Background: an optimization exercise with open tools, aiming at small area and a short achievable clock period. Do not read the settings as production practice. Function was checked by simulation only, so behaviour that the tests miss may differ from the original. Power is estimated from default activity; no workload was simulated.

== JK ==
==> flow/design.v (excerpt) <==
module hpm_counters #(
  parameter int XLEN         = 32,
  parameter int CNT_LEN      = 64,
  parameter int N_HPM        = 4,
  parameter int N_EVENTS     = 8,
  parameter int CSR_CMD_LEN  = 3,
  parameter int CSR_ADDR_LEN = 12
) (
  input  logic                    clk,
  input  logic                    reset,
  input  logic [CSR_CMD_LEN-1:0]  cmd,
  input  logic [CSR_ADDR_LEN-1:0] addr,
  input  logic [XLEN-1:0]         wdata,
  input  logic                    retire,
  input  logic [N_EVENTS-1:0]     events,
  output logic [XLEN-1:0]         rdata,
  output logic                    illegal,
  output logic                    ovf_irq
);
Size: roughly 480 flip-flops, roughly 28000 sq um of cells after synthesis.
Settings: LEC_CHECK=0, CAP_MARGIN=5, CORE_MARGIN=2, CORE_UTILIZATION=30, CTS_BUF_LIST=sky130_fd_sc_hd__clkbuf_4, CTS_CLUSTER_DIAMETER=40, CTS_CLUSTER_SIZE=8, SETUP_SLACK_MARGIN=4.0, SLEW_MARGIN=5; clock period 10.0 ns.
standard.sh (not shown) runs the stock make flow with config.mk's settings and CLKGATE_MAP_FILE= SYNTH_SCRIPT=/design/flow/synth_recipe.tcl, a recipe that flattens the netlist after the stock synthesis.
==> flow/flow/run.sh <==
#!/bin/bash
set -o pipefail
bash standard.sh MATCH_CELL_FOOTPRINT=0 \
  BUFFER_PORTS_ARGS="-buffer_cell sky130_fd_sc_hd__buf_1" SKIP_GATE_CLONING=1 finish > flow_make.log 2>&1
diff inputs: JK => MS
==> flow/flow/run.sh <==
#!/bin/bash
set -o pipefail
bash standard.sh MATCH_CELL_FOOTPRINT=0 \
  BUFFER_PORTS_ARGS="-buffer_cell sky130_fd_sc_hd__buf_1" finish > flow_make.log 2>&1
Compared with JK, in MS via count decreased 230, area of the multi-input gates essentially unchanged, sequential share of cell area increased 0.24 points, clock share of power increased 0.2 points.
Going from JK to MS, count of cells resized by post-cts repair shrinks by 3.
Compared with JK, MS shows a higher least setup slack across all paths after layout.

hpm_counters again, from the RTL that the note above started with.
// hpm_counters
module hpm_counters #(
  parameter int XLEN         = 32,
  parameter int CNT_LEN      = 64,
  parameter int N_HPM        = 4,
  parameter int N_EVENTS     = 8,
  parameter int CSR_CMD_LEN  = 3,
  parameter int CSR_ADDR_LEN = 12
) (
  input  logic                    clk,
  input  logic                    reset,
  input  logic [CSR_CMD_LEN-1:0]  cmd,
  input  logic [CSR_ADDR_LEN-1:0] addr,
  input  logic [XLEN-1:0]         wdata,
  input  logic                    retire,
  input  logic [N_EVENTS-1:0]     events,
  output logic [XLEN-1:0]         rdata,
  output logic                    illegal,
  output logic                    ovf_irq
);
make LEC_CHECK=0 CAP_MARGIN=20 CORE_MARGIN=2 CORE_UTILIZATION=30 CTS_BUF_LIST=sky130_fd_sc_hd__clkbuf_4 SETUP_SLACK_MARGIN=4.0 SLEW_MARGIN=20 finish   # period 10.0 ns
run.sh (not shown) runs the stock make flow with config.mk's settings and CLKGATE_MAP_FILE= SYNTH_SCRIPT=/design/flow/synth_recipe.tcl, a recipe that flattens the netlist after the stock synthesis.
Stock flow here: none of the scripts above is used.
Next try:
==> flow/flow/run.sh (new file) <==
#!/bin/bash
set -o pipefail
bash standard.sh MATCH_CELL_FOOTPRINT=0 \
  BUFFER_PORTS_ARGS="-buffer_cell sky130_fd_sc_hd__buf_2" finish > flow_make.log 2>&1
==> flow/standard.sh (new file) <==
#!/bin/bash
# synth_recipe.tcl (not shown) runs the flow's synth.tcl, then flattens the netlist and writes it again
# the make line also repeats each setting of config.mk as NAME=value (left out here)
make -C /OpenROAD-flow-scripts/flow DESIGN_CONFIG=/design/flow/config.mk WORK_HOME=/design/flow/orfs CLKGATE_MAP_FILE= SYNTH_SCRIPT=/design/flow/synth_recipe.tcl "${@:-finish}"
- CTS_CLUSTER_DIAMETER: not set -> 40
- CTS_CLUSTER_SIZE: not set -> 8
removed: flow/run.sh
What happened: Wire length drops by 4.1%; power drops by 11%; cell area drops by 4.3%; fmax is about the same; clock-buffer cell count drops by 91; critical path depth climbs by 2; flip-flop and latch count stays the same; core utilization drops by 1.5 points.
Next try:
==> flow/run.sh (new file) <==
#!/bin/bash
# synth_recipe.tcl (not shown) runs the flow's synth.tcl, then flattens the netlist and writes it again
# the make line also repeats each setting of config.mk as NAME=value (left out here)
make -C /OpenROAD-flow-scripts/flow DESIGN_CONFIG=/design/flow/config.mk WORK_HOME=/design/flow/orfs CLKGATE_MAP_FILE= SYNTH_SCRIPT=/design/flow/synth_recipe.tcl finish
- CTS_BUF_LIST: sky130_fd_sc_hd__clkbuf_4 -> sky130_fd_sc_hd__clkbuf_4 sky130_fd_sc_hd__clkbuf_8
- CTS_CLUSTER_DIAMETER: 40 -> not set
- CTS_CLUSTER_SIZE: 8 -> not set
- SETUP_SLACK_MARGIN: 4.0 -> 3.5
removed: flow/flow/run.sh
removed: flow/standard.sh
Setup slack degrades by 0.53 ns. Count of clock-buffer cells in the layout grows by 33. Total power grows by 12%. Register-to-register slack improves by 0.05 ns. Sequential power is about the same. Design area grows by 2.2%. Fmax shrinks by 8.1%. Routed wire length hardly moves. Clock power grows by 34%. Global-route usage shrinks by 0.15 points.
Next try:
==> flow/flow/run.sh (new file) <==
#!/bin/bash
set -o pipefail
bash standard.sh MATCH_CELL_FOOTPRINT=0 REMOVE_ABC_BUFFERS=1 \
  BUFFER_PORTS_ARGS="-buffer_cell sky130_fd_sc_hd__buf_1" finish > flow_make.log 2>&1
==> flow/standard.sh (new file) <==
#!/bin/bash
# synth_recipe.tcl (not shown) runs the flow's synth.tcl, then flattens the netlist and writes it again
# the make line also repeats each setting of config.mk as NAME=value (left out here)
make -C /OpenROAD-flow-scripts/flow DESIGN_CONFIG=/design/flow/config.mk WORK_HOME=/design/flow/orfs CLKGATE_MAP_FILE= SYNTH_SCRIPT=/design/flow/synth_recipe.tcl "${@:-finish}"
- CAP_MARGIN: 20 -> 5
- CTS_BUF_LIST: sky130_fd_sc_hd__clkbuf_4 sky130_fd_sc_hd__clkbuf_8 -> sky130_fd_sc_hd__clkbuf_4
- CTS_CLUSTER_DIAMETER: not set -> 40
- CTS_CLUSTER_SIZE: not set -> 8
- SETUP_SLACK_MARGIN: 3.5 -> 4.0
- SLEW_MARGIN: 20 -> 5
removed: flow/run.sh
What happened: Non-clock buffer count goes up by 35. Power came out lower by 5.0%. Wire length rose by 2.2%. Clock power drops by 12%. Worst hold slack gains 0.017 ns. Die area does not change. Count of clock-buffer cells in the layout went down by 24. Sequential share of layout area grows by 0.48 points. Combinational power goes up by about 4%. Clock skew rises by 0.027 ns. Global-route usage goes up by 0.39 points.

[what the ideal ports hide]
No port has a modelled driver above. Below, the same layouts with a new extraction and two added sets of constraints.
Step 1: set_driving_cell puts a clkbuf_16 on clk and a buf_2 on each other input, an assumption about the parent block.
Step 2 moves the port delays by t, midway between the first and last clock arrival at a register: inputs arrive t later, outputs are due t later. That takes back most of the time a late clock gives input paths.
Slacks: ideal ports / drivers / drivers and shift; pairs: ideal ports / drivers.
run	t (ns)	setup slack, ns	worst setup path at the end	cell pins on the clock port's net
JK	0.960	3.947 / 3.896 / 3.337	input to register	1
MS	0.968	4.000 / 3.888 / 3.438	input to register	1
the first run of note 2	1.092	3.970 / 3.728 / 3.049	input to register	1
the second run of note 2	0.947	3.981 / 3.821 / 3.264	input to register	1
the third run of note 2	0.768	3.448 / 3.362 / 2.874	input to register	1
the fourth run of note 2	0.984	3.959 / 3.771 / 3.348	input to register	1
After both steps every run listed still meets setup and hold. For the first run of note 2, which loses most, drivers alone change the setup slack by -0.242 ns; drivers and shift together by -0.921 ns.
